This design comes from an exercise in tuning for small area on the open sky130 flow, not from production work.
In this exercise RTL edits were held to simulation tests only and were not proved equivalent to the original.
The flow treats the clock pin as an ideal source, which a real chip does not have.
No activity file was given, so power comes from the tool's default toggle rates.

==> onyx <==
==> flow/design.v <==
package arm_ctrl_pkg;
  localparam logic [10:0] OP_ADD  = 11'b10001011000;
  localparam logic [10:0] OP_SUB  = 11'b11001011000;
  localparam logic [10:0] OP_AND  = 11'b10001010000;
  localparam logic [10:0] OP_ORR  = 11'b10101010000;
  localparam logic [10:0] OP_LDUR = 11'b11111000010;
  localparam logic [10:0] OP_STUR = 11'b11111000000;
  localparam logic [7:0]  OP_CBZ_PFX = 8'b10110100;
  localparam logic [10:0] OP_EOR  = 11'b11001010000;
  localparam logic [1:0] ALU_OP_MEM    = 2'b00;
  localparam logic [1:0] ALU_OP_BRANCH = 2'b01;
  localparam logic [1:0] ALU_OP_RTYPE  = 2'b10;
  localparam logic [5:0] ALU_CTL_AND   = 6'b000000;
  localparam logic [5:0] ALU_CTL_ORR   = 6'b000001;
  localparam logic [5:0] ALU_CTL_ADD   = 6'b000010;
  localparam logic [5:0] ALU_CTL_SUB   = 6'b000110;
  localparam logic [5:0] ALU_CTL_PASSB = 6'b000111;
endpackage
module arm_mem_bit (
  input  logic clk,
  input  logic d_i,
  input  logic ld_i,
  input  logic hold_i,
  output logic q_o
);
  always_ff @(posedge clk) q_o <= (d_i & ld_i) | (q_o & hold_i);
endmodule
module arm_rd_aoi #(
  parameter int N = 3
) (
  input  logic [N-1:0] d_i,
  input  logic [N-1:0] s_i,
  output logic         y_n_o
);
  assign y_n_o = ~|(d_i & s_i);
endmodule
module arm_rd_ao #(
  parameter int N = 2
) (
  input  logic [N-1:0] d_i,
  input  logic [N-1:0] s_i,
  output logic         y_o
);
  assign y_o = |(d_i & s_i);
endmodule
module arm_data_mem #(
  parameter int MEM_WORDS = 32,
  parameter int ADDR_LSB  = 3
) (
  input  logic        clk,
  input  logic        reset,
  input  logic [63:0] addr_i,
  input  logic [63:0] wdata_i,
  input  logic        we_i,
  input  logic        re_i,
  output logic [63:0] rdata_o
);
  localparam int IDX_W = (MEM_WORDS > 1) ? $clog2(MEM_WORDS) : 1;
  logic [63:0]          mem_q [MEM_WORDS];
  logic [MEM_WORDS-1:0] valid_q;
  logic [IDX_W-1:0]     idx;
  logic [MEM_WORDS-1:0] sel;
  logic [MEM_WORDS-1:0] wsel;
  logic [MEM_WORDS-1:0] hold;
  logic [MEM_WORDS-1:0] rsel;
  assign idx = addr_i[ADDR_LSB +: IDX_W];
  always_comb begin
    for (int i = 0; i < MEM_WORDS; i++) begin
      sel[i]  = (idx == i[IDX_W-1:0]);
      wsel[i] = we_i && sel[i];
      hold[i] = !wsel[i];
      rsel[i] = re_i && !reset && sel[i] && valid_q[i];
    end
  end
  always_ff @(posedge clk or posedge reset) begin
    if (reset) begin
      valid_q <= '0;
    end else begin
      valid_q <= valid_q | wsel;
    end
  end
  for (genvar w = 0; w < MEM_WORDS; w++) begin : gWord
    for (genvar b = 0; b < 64; b++) begin : gBit
      arm_mem_bit uBit (
        .clk   (clk),
        .d_i   (wdata_i[b]),
        .ld_i  (wsel[w]),
        .hold_i(hold[w]),
        .q_o   (mem_q[w][b])
      );
    end
  end
  localparam int NFULL = MEM_WORDS / 3;
  localparam int NREST = MEM_WORDS - 3 * NFULL;
  for (genvar b = 0; b < 64; b++) begin : gRd
    logic [NFULL-1:0] term_n;
    logic             rest;
    for (genvar g = 0; g < NFULL; g++) begin : gGrp
      logic [2:0] col;
      for (genvar i = 0; i < 3; i++) begin : gCol
        assign col[i] = mem_q[3 * g + i][b];
      end
      arm_rd_aoi #(.N(3)) uAoi (
        .d_i  (col),
        .s_i  (rsel[3 * g +: 3]),
        .y_n_o(term_n[g])
      );
    end
    if (NREST > 0) begin : gRest
      logic [NREST-1:0] col;
      for (genvar i = 0; i < NREST; i++) begin : gCol
        assign col[i] = mem_q[3 * NFULL + i][b];
      end
      arm_rd_ao #(.N(NREST)) uAo (
        .d_i(col),
        .s_i(rsel[3 * NFULL +: NREST]),
        .y_o(rest)
      );
    end else begin : gNoRest
      assign rest = 1'b0;
    end
    assign rdata_o[b] = ~&term_n | rest;
  end
endmodule
module arm_ctrl_datamem #(
  parameter int MEM_WORDS = 32,
  parameter int ADDR_LSB  = 3
) (
  input  logic        clk,
  input  logic        reset,
  input  logic [10:0] opcode,
  input  logic [63:0] mem_addr,
  input  logic [63:0] mem_wdata,
  output logic        reg_to_loc,
  output logic        branch,
  output logic        mem_read,
  output logic        mem_to_reg,
  output logic [1:0]  alu_op,
  output logic        mem_write,
  output logic        alu_src,
  output logic        reg_write,
  output logic [5:0]  alu_ctl,
  output logic [63:0] mem_rdata,
  output logic        illegal_op
);
  logic isCbz, isAdd, isSub, isAnd, isOrr, isLdur, isStur, isRtype;
  assign isCbz   = (opcode[10:3] == arm_ctrl_pkg::OP_CBZ_PFX);
  assign isAdd   = (opcode == arm_ctrl_pkg::OP_ADD);
  assign isSub   = (opcode == arm_ctrl_pkg::OP_SUB);
  assign isAnd   = (opcode == arm_ctrl_pkg::OP_AND);
  assign isOrr   = (opcode == arm_ctrl_pkg::OP_ORR);
  assign isLdur  = (opcode == arm_ctrl_pkg::OP_LDUR);
  assign isStur  = (opcode == arm_ctrl_pkg::OP_STUR);
  assign isRtype = isAdd | isSub | isAnd | isOrr;
  assign reg_to_loc = isStur | isCbz;
  assign alu_src    = isLdur | isStur;
  assign mem_to_reg = isLdur;
  assign reg_write  = isRtype | isLdur;
  assign mem_read   = isLdur;
  assign mem_write  = isStur;
  assign branch     = isCbz;
  assign alu_op     = isRtype ? arm_ctrl_pkg::ALU_OP_RTYPE :
                      isCbz   ? arm_ctrl_pkg::ALU_OP_BRANCH : arm_ctrl_pkg::ALU_OP_MEM;
  assign alu_ctl    = isCbz ? arm_ctrl_pkg::ALU_CTL_PASSB :
                      isSub ? arm_ctrl_pkg::ALU_CTL_SUB   :
                      isAnd ? arm_ctrl_pkg::ALU_CTL_AND   :
                      isOrr ? arm_ctrl_pkg::ALU_CTL_ORR   : arm_ctrl_pkg::ALU_CTL_ADD;
  assign illegal_op = ~(isCbz | isRtype | isLdur | isStur);
  arm_data_mem #(
    .MEM_WORDS(MEM_WORDS),
    .ADDR_LSB (ADDR_LSB)
  ) uDataMem (
    .clk    (clk),
    .reset  (reset),
    .addr_i (mem_addr),
    .wdata_i(mem_wdata),
    .we_i   (isStur),
    .re_i   (isLdur),
    .rdata_o(mem_rdata)
  );
endmodule
==> flow/flow/run.sh <==
#!/bin/bash
# Standard layout with these changes: ports are buffered with buf_2 instead of the resizer's
# default choice, and clock tree synthesis uses larger sink clusters per clkbuf_16, without
# dummy loads. If the estimated clock slew at the flip-flops comes out too high, clock tree
# synthesis is redone with smaller clusters.
set -euo pipefail
WORK=$(pwd)
export RESULTS=$WORK/orfs/results/sky130hd/arm_ctrl_datamem/base
PORTS="BUFFER_PORTS_ARGS=-buffer_cell sky130_fd_sc_hd__buf_2"
cts_args() {
  echo "CTS_ARGS=-sink_clustering_enable -repair_clock_nets -dont_use_dummy_load -sink_clustering_size $1 -sink_clustering_max_diameter $2 -buf_list sky130_fd_sc_hd__clkbuf_16"
}
cur="30 80"
bash standard.sh "$PORTS" "$(cts_args $cur)" cts > standard_to_cts.log 2>&1
n=0
for next in "26 70" "20 60" "14 50" ""; do
  openroad -no_init -exit flow/clkslew.tcl > clkslew_$n.log 2>&1
  s=$(grep CLKSLEW clkslew_$n.log | awk '{print $2}')
  if [[ -z "$next" ]] || awk -v s="$s" 'BEGIN{exit !(s <= 0.115)}'; then break; fi
  n=$((n+1))
  cur=$next
  bash standard.sh clean_cts > standard_clean_$n.log 2>&1
  bash standard.sh "$PORTS" "$(cts_args $cur)" cts > standard_cts_$n.log 2>&1
done
bash standard.sh "$PORTS" "$(cts_args $cur)" finish > standard_finish.log 2>&1
==> flow/flow/clkslew.tcl <==
# Prints the worst estimated clock slew at any flip-flop clock pin after clock tree synthesis.
set res $::env(RESULTS)
read_liberty $::env(FLOW_HOME)/platforms/sky130hd/lib/sky130_fd_sc_hd__tt_025C_1v80.lib
read_db $res/4_1_cts.odb
read_sdc $res/4_cts.sdc
source $::env(FLOW_HOME)/platforms/sky130hd/setRC.tcl
set_propagated_clock [all_clocks]
estimate_parasitics -placement
set worst 0
foreach pin [get_pins -hierarchical */CLK] {
  set s [get_property $pin slew_max]
  if {$s > $worst} { set worst $s }
}
puts "CLKSLEW $worst"
==> flow/standard.sh <==
#!/bin/bash
# synth_recipe.tcl (not shown) runs the flow's synth.tcl, then flattens the netlist and writes it again
# the make line also repeats each setting of config.mk as NAME=value (left out here)
make -C /OpenROAD-flow-scripts/flow DESIGN_CONFIG=/design/flow/config.mk WORK_HOME=/design/flow/orfs CLKGATE_MAP_FILE= SYNTH_SCRIPT=/design/flow/synth_recipe.tcl "${@:-finish}"
==> flow/config.mk <==
export PLATFORM = sky130hd
export DESIGN_NAME = arm_ctrl_datamem
export DESIGN_NICKNAME = arm_ctrl_datamem
export VERILOG_FILES = /design/flow/design.v
export SDC_FILE = /design/flow/constraint.sdc
export NUM_CORES = 4
export LEC_CHECK = 0
export CAP_MARGIN = 20
export CORE_MARGIN = 2
export CORE_UTILIZATION = 55
export SLEW_MARGIN = 20
export SYNTH_HIERARCHICAL = 1
export SYNTH_MINIMUM_KEEP_SIZE = 0
==> flow/constraint.sdc <==
create_clock -name core_clock -period 10.0 [get_ports {clk}]
set_input_delay 2.0000 -clock core_clock [delete_from_list [all_inputs] [get_ports {clk}]]
set_output_delay 2.0000 -clock core_clock [all_outputs]
set_load 0.01 [all_outputs]
==> garnet: changes against onyx <==
==> flow/flow/run.sh (replaced) <==
#!/bin/bash
# Standard layout with three changes: ports are buffered with buf_2 instead of the resizer's
# default choice, and clock tree synthesis clusters up to 25 sinks within 50 um per clkbuf_16
# without inserting dummy loads.
set -euo pipefail
bash standard.sh \
  "BUFFER_PORTS_ARGS=-buffer_cell sky130_fd_sc_hd__buf_2" \
  "CTS_ARGS=-sink_clustering_enable -repair_clock_nets -dont_use_dummy_load -sink_clustering_size 25 -sink_clustering_max_diameter 50 -buf_list sky130_fd_sc_hd__clkbuf_16" \
  finish > standard.log 2>&1
removed: flow/flow/clkslew.tcl
==> comparison <==
onyx ran to the end with no violations. garnet produced a clean layout. In critical path depth, garnet and onyx do not differ. In combinational power, onyx and garnet hardly differ. Between garnet and onyx, the lower global-route usage is in onyx (gap 0.25 points). Synthesized area is the same in onyx and garnet. Against onyx, the utilization of garnet is higher by 0.83 points. In register-to-register slack, onyx and garnet hardly differ. In clock skew, onyx and garnet do not differ. Between garnet and onyx, the lower sequential share of layout area is in garnet (gap 0.72 points).

-- afterwards: timing with drivers on the ports --
In the flow no input, the clock included, has a driving cell. The finished layouts below were timed again as built, in two steps.
Step 1 assumes that a clkbuf_16 drives the clock port and a buf_2 every other input.
Step 2 moves the port delays by t, midway between the first and last clock arrival at a register: inputs arrive t later, outputs are due t later. That takes back most of the time a late clock gives input paths.
Slacks: ideal / step 1 / step 2; pairs: ideal / step 1.
run	shift t [ns]	slack for setup (ns)	latest minus earliest clock arrival (ns)
onyx	0.857	1.775 / 1.754 / 1.754	0.083 / 0.083
garnet	0.866	1.823 / 1.803 / 1.803	0.070 / 0.070
After both steps every run listed still meets setup and hold. For onyx, which loses most, drivers alone change the setup slack by -0.021 ns; drivers and shift together by -0.021 ns.
